Context: an optimization exercise on an open-source flow, tuned for small area, a short achievable clock period and few clock cycles per item. The choices shown serve that exercise and are no tape-out recipe. The RTL was checked by simulation tests, not by an equivalence proof against the original design. Power figures rest on the tool's default switching activity, not on a simulated workload.

== ember ==
==> flow/design.v (excerpt) <==
module grid_mesh_index_generator_unit (
   input  logic                              clock,
   input  logic                              reset,
   input  logic                              req_tvalid,
   output logic                              req_tready,
   input  logic [gmig_pkg::REQ_DATA_W-1:0]   req_tdata,    
   output logic                              rsp_tvalid,
   input  logic                              rsp_tready,
   output logic [gmig_pkg::RSP_DATA_W-1:0]   rsp_tdata,
   output logic [gmig_pkg::RSP_USER_W-1:0]   rsp_tuser,    
   output logic                              rsp_tlast,
   input  logic                              csr_valid,
   output logic                              csr_ready,
   input  logic [gmig_pkg::CSR_INDEX_W-1:0]  csr_index,
   input  gmig_pkg::cfg_type                 csr_wdata
);
   typedef logic [23:0] idx_t;
   typedef logic [11:0] cnt_t;
   gmig_pkg::cfg_type x, rows, layers;
   logic geo_good, geo_ambig;
   logic csr_hit;
   assign csr_ready = 1'b1;
   assign csr_hit   = csr_valid && (csr_index != 2'd3);
   gmig_geom u_geom (
      .clock     (clock),
      .reset     (reset),
      .csr_write (csr_hit),
      .csr_index (csr_index),
      .csr_wdata (csr_wdata),
      .x_count   (x),
      .rows      (rows),
      .layers    (layers),
      .x_is1     (x_is1),
      .r_is1     (r_is1),
      .l_is1     (l_is1),
      .geo_good  (geo_good),
      .geo_ambig (geo_ambig)
   );
   logic x_is1, r_is1, l_is1;
   idx_t ra, rc, q_ff;
   logic [12:0] e_ff;
   cnt_t kc, rcn, lc;
   logic k_last, r_last, l_last1, l_last2;
   logic half_ff, first_ff;
   logic ph_line, ph_cell, ph_fb, ph_lr;     
   logic rsp_valid_ff, st_exh_ff, st_bad_ff, cnt1_ff, cnt2_ff, last_ff;
   logic chk_run, chk_stage, chk_xfer, chk_fin, exact_done, exact_ok;
   logic [3:0] chk_idx;
   logic [2:0] ext_ff;
   logic stall, take, restart;
   assign stall      = geo_ambig && !exact_done;
   assign req_tready = !stall && (!rsp_valid_ff || rsp_tready);
   assign take       = req_tvalid && req_tready;
   assign restart    = req_tdata[0];
   logic ok;
   assign ok = geo_good || (geo_ambig && exact_ok);
   logic active;
  ...
Size: roughly 210 flip-flops, ~190 I/O pins.
Settings: LEC_CHECK=0, ABC_CLOCK_PERIOD_IN_PS=4000, CAP_MARGIN=20, CORE_MARGIN=2, CORE_UTILIZATION=40, PLACE_DENSITY=0.6, SETUP_SLACK_MARGIN=3.5, SLEW_MARGIN=20; clock period 8.0 ns.
run.sh (not shown) runs the stock make flow with config.mk's settings and CLKGATE_MAP_FILE= SYNTH_SCRIPT=/design/flow/synth_recipe.tcl, a recipe that flattens the netlist after the stock synthesis.
Looking at the reports, ember completed the entire flow and the layout it produced met the timing, DRC and antenna checks.
Testbench counts of ember, summed over its fixed seeds: cycles 23,230, items 23,024.
For nickel, these inputs were changed with respect to ember:
# ember
export LEC_CHECK = 0
export ABC_CLOCK_PERIOD_IN_PS = 4000
export CAP_MARGIN = 20
export CORE_MARGIN = 2
export CORE_UTILIZATION = 40
export PLACE_DENSITY = 0.6
export SETUP_SLACK_MARGIN = 3.5
export SLEW_MARGIN = 20
create_clock -name core_clock -period 8.0 [get_ports {clock}]
# nickel
export LEC_CHECK = 0
export ABC_AREA = 1
export CAP_MARGIN = 20
export CORE_MARGIN = 2
export CORE_UTILIZATION = 40
export PLACE_DENSITY = 0.6
export SETUP_SLACK_MARGIN = 3.5
export SLEW_MARGIN = 20
create_clock -name core_clock -period 8.0 [get_ports {clock}]
Notes after the runs:
Compared with ember, the router placed more vias in nickel.
Relative to ember, share of power burned in registers has gone down in nickel.
Fraction of area in clock buffers and inverters of nickel is on par with ember.
Comparing average cell area after synthesis for nickel and ember, the bigger number came from ember.
Delta (nickel minus ember): number of non-clock inverters in the layout +308, final layout net count +about 18%.
Setup changes, nickel to indigo
# nickel
export LEC_CHECK = 0
export ABC_AREA = 1
export CAP_MARGIN = 20
export CORE_MARGIN = 2
export CORE_UTILIZATION = 40
export PLACE_DENSITY = 0.6
export SETUP_SLACK_MARGIN = 3.5
export SLEW_MARGIN = 20
create_clock -name core_clock -period 8.0 [get_ports {clock}]
# indigo
export LEC_CHECK = 0
export ABC_AREA = 1
export CAP_MARGIN = 20
export CORE_MARGIN = 2
export CORE_UTILIZATION = 40
export PLACE_DENSITY = 0.6
export SETUP_SLACK_MARGIN = 4.5
export SLEW_MARGIN = 20
create_clock -name core_clock -period 8.0 [get_ports {clock}]
### Flow results
Against nickel, internal power in indigo came out worse. Number of ordinary and repair buffers in the finished layout in indigo vs nickel: up 173. indigo vs. nickel: met1 track demand over resource now larger; total of cells resized after clock tree synthesis now larger; total vias in the final route now larger.

========
alpha:
grid_mesh_index_generator_unit, a different RTL version from the one above (not shown whole).
Size: ~2,700 cells after synthesis.
clock: 8.0 ns
lec_check: 0
abc_area: 1
cap_margin: 20
core_margin: 2
core_utilization: 40
cts_buf_list: sky130_fd_sc_hd__clkbuf_4 sky130_fd_sc_hd__clkbuf_8
place_density: 0.6
setup_slack_margin: 2.0
slew_margin: 20
tns_end_percent: 5
standard.sh (not shown) runs the stock make flow with config.mk's settings and CLKGATE_MAP_FILE= SYNTH_SCRIPT=/design/flow/synth_recipe.tcl, a recipe that flattens the netlist after the stock synthesis.
==> flow/flow/run.sh <==
#!/bin/bash
# The standard layout, with the port buffers that ORFS inserts made from plain
# buf_2 cells instead of its default pick (a slow delay buffer).
set -euo pipefail
export BUFFER_PORTS_ARGS="-buffer_cell sky130_fd_sc_hd__buf_2"
bash standard.sh finish > standard_flow.log 2>&1
alpha completed every stage of the flow, and the final layout passed the timing, DRC and antenna checks.
Testbench counts of alpha, summed over its fixed seeds: cycles 23,230, items 23,024.
## Diff of input files: beta against alpha
- changing PLACE_DENSITY from 0.6 to 0.75
- changing SETUP_SLACK_MARGIN from 2.0 to 3.0
- changing CORE_UTILIZATION from 40 to 55
Findings:
beta has completed all stages; timing, DRC and antenna checks passed.
beta ends up with higher maximum frequency than alpha does.
Post-route minimum period ends up lower on beta.
Between beta and alpha, maximum number of pins on one net before global-route repair is lower for beta, alpha comes in above that.
Non-clock buffer count: beta and alpha compared, higher one is beta
Of beta and alpha, the higher vertical die dimension belongs to alpha.
Summary of beta over alpha: buffer depth of the longest clock path essentially unchanged, register share of the cell area decreased 0.44 points.
[compare] base=alpha new=beta: total number of vias grew by 709; combined area of the multi-input logic cells grew by 2.1%.
Register-to-register slack on beta is up relative to alpha.

========
red:
Another version of the RTL of grid_mesh_index_generator_unit (not shown whole).
For scale: about 2700 cells after synthesis, ~18000 um2 of cells after synthesis.
export LEC_CHECK = 0
export ABC_AREA = 1
export CAP_MARGIN = 20
export CORE_MARGIN = 2
export CORE_UTILIZATION = 40
export CTS_BUF_LIST = sky130_fd_sc_hd__clkbuf_4 sky130_fd_sc_hd__clkbuf_8
export PLACE_DENSITY = 0.6
export SETUP_SLACK_MARGIN = 3.0
export SLEW_MARGIN = 20
export TNS_END_PERCENT = 5
create_clock -name core_clock -period 8.0 [get_ports {clock}]
==> flow/flow/run.sh <==
#!/bin/bash
# The standard layout, with the port buffers that ORFS inserts made from plain
# buf_1 cells instead of its default pick (a slow delay buffer).
set -euo pipefail
export BUFFER_PORTS_ARGS="-buffer_cell sky130_fd_sc_hd__buf_1"
bash standard.sh finish > standard_flow.log 2>&1
Testbench counts of red, summed over its fixed seeds: cycles 23,230, items 23,024.
### red -> blue
==> flow/flow/run.sh <==
#!/bin/bash
# The standard layout, with the port buffers that ORFS inserts made from plain
# buf_2 cells instead of its default pick (a slow delay buffer).
set -euo pipefail
export BUFFER_PORTS_ARGS="-buffer_cell sky130_fd_sc_hd__buf_2"
bash standard.sh finish > standard_flow.log 2>&1
--- a/flow/config.mk
+++ b/flow/config.mk
@@ -14,3 +14,2 @@
 export SETUP_SLACK_MARGIN = 3.0
 export SLEW_MARGIN = 20
-export TNS_END_PERCENT = 5
Findings:
blue vs red: minimum clock period after layout down in blue
Comparing red and blue, met1 global-route usage is higher on blue.
When the final numbers for red and blue were put side by side, the power per cell area turned out to be smaller in blue.
After synthesis and placement, the instance count of blue is above that of red.
Final worst-path setup slack ended up 150 ps higher on blue than on red.
Compared with red, blue shows a number of global-route vias before repair that is 153 higher.

========
## old
Starting RTL as in the previous note.
Settings: LEC_CHECK=0, ABC_AREA=1, CAP_MARGIN=20, CORE_MARGIN=2, CORE_UTILIZATION=40, CTS_BUF_LIST=sky130_fd_sc_hd__clkbuf_4 sky130_fd_sc_hd__clkbuf_8, PLACE_DENSITY=0.6, SETUP_SLACK_MARGIN=3.0, SLEW_MARGIN=20; clock period 8.0 ns.
run.sh (not shown) runs the stock make flow with config.mk's settings and CLKGATE_MAP_FILE= SYNTH_SCRIPT=/design/flow/synth_recipe.tcl, a recipe that flattens the netlist after the stock synthesis.
Stock flow here: none of the scripts above is used.
Having completed the whole flow, old delivered a layout that passed the timing, DRC and antenna checks.
Testbench counts of old, summed over its fixed seeds: cycles 23,230, items 23,024.
The inputs of new differ from those of old as listed below.
Settings: SETUP_SLACK_MARGIN changed from 3.0 to 4.0.
==> flow/flow/run.sh (new file) <==
#!/bin/bash
# The standard layout, with the port buffers that ORFS inserts made from plain
# buf_2 cells instead of its default pick (a slow delay buffer).
set -euo pipefail
export BUFFER_PORTS_ARGS="-buffer_cell sky130_fd_sc_hd__buf_2"
bash standard.sh finish > standard_flow.log 2>&1
==> flow/standard.sh (new file) <==
#!/bin/bash
# synth_recipe.tcl (not shown) runs the flow's synth.tcl, then flattens the netlist and writes it again
# the make line also repeats each setting of config.mk as NAME=value (left out here)
make -C /OpenROAD-flow-scripts/flow DESIGN_CONFIG=/design/flow/config.mk WORK_HOME=/design/flow/orfs CLKGATE_MAP_FILE= SYNTH_SCRIPT=/design/flow/synth_recipe.tcl "${@:-finish}"
removed: flow/run.sh
Findings:
new consumes more power than old does.
new ended with more fraction of met3 tracks used by global routing than old.
On cell area after layout: between old and new, it ends up lower for old.

[separate check: timing with driven ports]
The results above use ideal ports. As a check the final layouts listed here were re-extracted and re-timed, cells and wires unchanged.
Step 1 (the two cells are an assumption about what drives the block):
set clk [get_ports {clock}]
set_driving_cell -lib_cell sky130_fd_sc_hd__clkbuf_16 $clk
set_driving_cell -lib_cell sky130_fd_sc_hd__buf_2 [delete_from_list [all_inputs] $clk]
Step 2 times the ports against the registers' clock, not the clock port: input delays grow and output delays shrink by t, the midpoint of the rising clock arrivals with the driver on.
Slacks: no drivers / after step 1 / after step 2; pairs: no drivers / after step 1.
| run | t (ns) | setup WS [ns] | worst slew at a driven data input, ns | pins driven straight from the clock port |
|---|---|---|---|---|
| ember | 0.625 | 2.840 / 2.793 / 2.840 | 0.03 | 1 |
| nickel | 0.641 | 3.146 / 3.084 / 2.995 | 0.04 | 1 |
| indigo | 0.636 | 3.113 / 3.052 / 3.106 | 0.05 | 1 |
| alpha | 0.669 | 2.504 / 2.486 / 2.504 | 0.03 | 1 |
| beta | 0.616 | 2.887 / 2.834 / 2.699 | 0.05 | 1 |
| red | 0.669 | 2.875 / 2.821 / 2.686 | 0.04 | 1 |
| blue | 0.655 | 3.022 / 2.969 / 2.818 | 0.04 | 1 |
| old | 0.670 | 3.001 / 2.944 / 2.755 | 0.04 | 1 |
| new | 0.681 | 2.855 / 2.801 / 3.282 | 0.06 | 1 |
After both steps every run listed still meets setup and hold. The setup slack of old, which loses most, moves by -0.057 ns with the drivers and by -0.246 ns with both steps.
